Source: an optimization exercise on an open RTL-to-GDS flow (aim: small area, a short achievable clock period and few clock cycles per item). Production flows keep margins and buffers that such runs may drop. Only simulation tests tie the RTL to the original design; equivalence was not proved. Power figures rest on the tool's default switching activity, not on a simulated workload.

Setup of run A:
## multiplierTop
module multiplierTop (
	input logic clk,
	input logic reset,
	input logic inValid,
	output logic inReady,
	input logic [35:0] inOperands,
	output logic outValid,
	input logic outReady,
	output logic [35:0] outProduct
);
Size: roughly 1,400 cells after synthesis, ~360 flip-flops, about 78 I/O pins, ~19,000 µm² of cells after synthesis.
make LEC_CHECK=0 CAP_MARGIN=20 CORE_MARGIN=2 CORE_UTILIZATION=40 CTS_CLUSTER_DIAMETER=75 CTS_CLUSTER_SIZE=35 SETUP_SLACK_MARGIN=2.7 SLEW_MARGIN=20 finish   # period 5.0 ns
run.sh (not shown) runs the stock make flow with config.mk's settings and CLKGATE_MAP_FILE= SYNTH_SCRIPT=/design/flow/synth_recipe.tcl, a recipe that flattens the netlist after the stock synthesis.
Testbench counts of run A, summed over its fixed seeds: cycles 32,048, items 32,000.
diff inputs: run A => run B
- CTS_CLUSTER_SIZE changed from 35 to 30
- CTS_CLUSTER_DIAMETER changed from 75 to 70
Diff run A -> run B: fraction of final layout cells sized beyond drive strength 1 picked up an extra 1.6 points; first-pass GRT wire length picked up an extra 0.88%; routed length per instance picked up an extra 0.45%; stage delay of the slowest cell on the critical path picked up an extra 0.10 ns. Compared with run A, run B shows summed area of non-filler cells in the final layout higher by about 1.5%. Going from run A to run B, the fmax was found to have gone up by 0.0018 GHz. Of run B and run A, run B shows the lower routed wire length on met3, with run A above it.
The following lists how run C was set up differently from run B:
- swapping 2.7 for 2.8 in SETUP_SLACK_MARGIN
Notes after the runs:
Taking run B as the reference point, the count of clock-buffer cells in the layout of run C falls by about 7%.
Per the comparison of run C with run B, via count now larger, total power per unit cell area now smaller, total power now smaller.
Changes observed in run C relative to run B: post-route met1 wirelength up about 2.1%, net count reported at finish up 30, layout buffer count excluding clock buffers up 16%, final cell count up 1.2%.

========
## v9
Another version of the RTL of multiplierTop (not shown whole).
Size: roughly 1400 cells after synthesis, ~360 flip-flops, about 0.019 mm² of cells after synthesis.
make LEC_CHECK=0 CAP_MARGIN=0 CORE_MARGIN=2 CORE_UTILIZATION=40 CTS_CLUSTER_DIAMETER=70 CTS_CLUSTER_SIZE=30 SETUP_SLACK_MARGIN=2.8 SLEW_MARGIN=0 TNS_END_PERCENT=0 finish   # period 5.0 ns
Testbench counts of v9, summed over its fixed seeds: cycles 32,048, items 32,000.
Setup changes, v9 to v7
- CTS_CLUSTER_SIZE: 30 -> unset
- TNS_END_PERCENT: 0 -> 10
- CORE_UTILIZATION: 40 -> 55
- SLEW_MARGIN: 0 -> 20
- PLACE_DENSITY: unset -> 0.7
- CTS_CLUSTER_DIAMETER: 70 -> unset
- CAP_MARGIN: 0 -> 20
## What came out
v7: full flow OK, the timing, DRC and antenna checks passed. Diff v9 and v7: power higher in v7. Comparing v9 and v7, final clock period utilization by the worst path is higher on v7. Compared with v9, v7 improves power dissipated by switching net loads. v7 vs. v9: fraction of final layout cells with drive strength greater than 1 went up by 2.2 points. Placed instance count: v7 vs v9 down 157. [v7] relative area of clock buffers and inverters in the final design rose 0.64 points relative to v9. For the layout overhead on the synthesized area, v7 came in 0.43 points higher than v9 did. Changes observed in v7 relative to v9: global-route total usage across every layer increased 5.9 points, shortest period the worst path allows increased 0.056 ns.
Modified inputs, v45 compared to v7
- CORE_UTILIZATION: 55 -> 40
- CTS_CLUSTER_SIZE: unset -> 40
- CTS_CLUSTER_DIAMETER: unset -> 80
- TNS_END_PERCENT: 10 -> 0
- PLACE_DENSITY: 0.7 -> unset
[summary]
- Required time at the worst-slack endpoint in v45 vs v7: down 0.02 ns
- The faster design of the two is v45; v7 tops out lower.
- Going from v7 to v45, buffer count excluding the clock tree in the final layout increased 14; maximum VDD drop decreased 0.047 mV.
- | worst hold slack | v45 vs v7 | 0.015 ns lower |
- Of the two values seen for critical path's slowest cell, clkdlybuf4s50_1 was produced by v45 and edfxtp_1 by v7.
- v7 → v45: sequential share of layout area increased 0.20 points; placed cell area increased 200 µm².
The following lists how v27 was set up differently from v45:
- CTS_CLUSTER_SIZE changed from 40 to 30
- GPL_ROUTABILITY_DRIVEN newly set to 0
- CTS_CLUSTER_DIAMETER changed from 80 to 70
Results
Via count of the first global-routing pass ended up 0.41% higher on v27 than on v45.
v45 and v27 ended up with roughly the same average routed wire per standard cell.
v27 ended with more data required time of the critical path than v45.
Count of clock-buffer cells in the layout went up by more than 10% going from v45 to v27.
On sequential share of layout area, v27 and v45 are basically level.
| design area | v45 vs v27 | ≈ equal |
Compared with v45, in v27 number of filler cells placed in the layout saw little to no change; share of the core filled with cells in the final layout saw little to no change; power density over cell area saw an increase; part of the power in the clock network saw an increase; length of routed met2 wiring saw a decrease.

port drivers added, routing unchanged:
No port has a modelled driver above. Below, the same layouts with a new extraction and two added sets of constraints.
Step 1, drivers: a clkbuf_16 drives clk and a buf_2 each remaining input, both assumed.
Step 2, shift: input delay + t, output delay - t, t = (earliest + latest rising clock arrival at the registers) / 2. This alone moves slack from input paths to output paths.
Three values: ideal, step 1, step 2; two values: the first two.
run	t, ns	setup WS [ns]	latest minus earliest clock arrival (ns)
run A	0.599	2.732 / 2.717 / 2.512	0.032 / 0.032
run B	0.618	2.742 / 2.719 / 2.510	0.030 / 0.030
run C	0.612	2.710 / 2.710 / 2.375	0.037 / 0.036
v9	0.613	2.662 / 2.662 / 2.100	0.016 / 0.017
v7	0.581	2.607 / 2.568 / 2.094	0.017 / 0.017
v45	0.605	2.691 / 2.693 / 2.108	0.031 / 0.030
v27	0.613	2.662 / 2.662 / 2.100	0.016 / 0.017
After both steps setup and hold are still met in every run listed. For v45, which loses most, drivers alone change the setup slack by +0.002 ns; drivers and shift together by -0.583 ns.
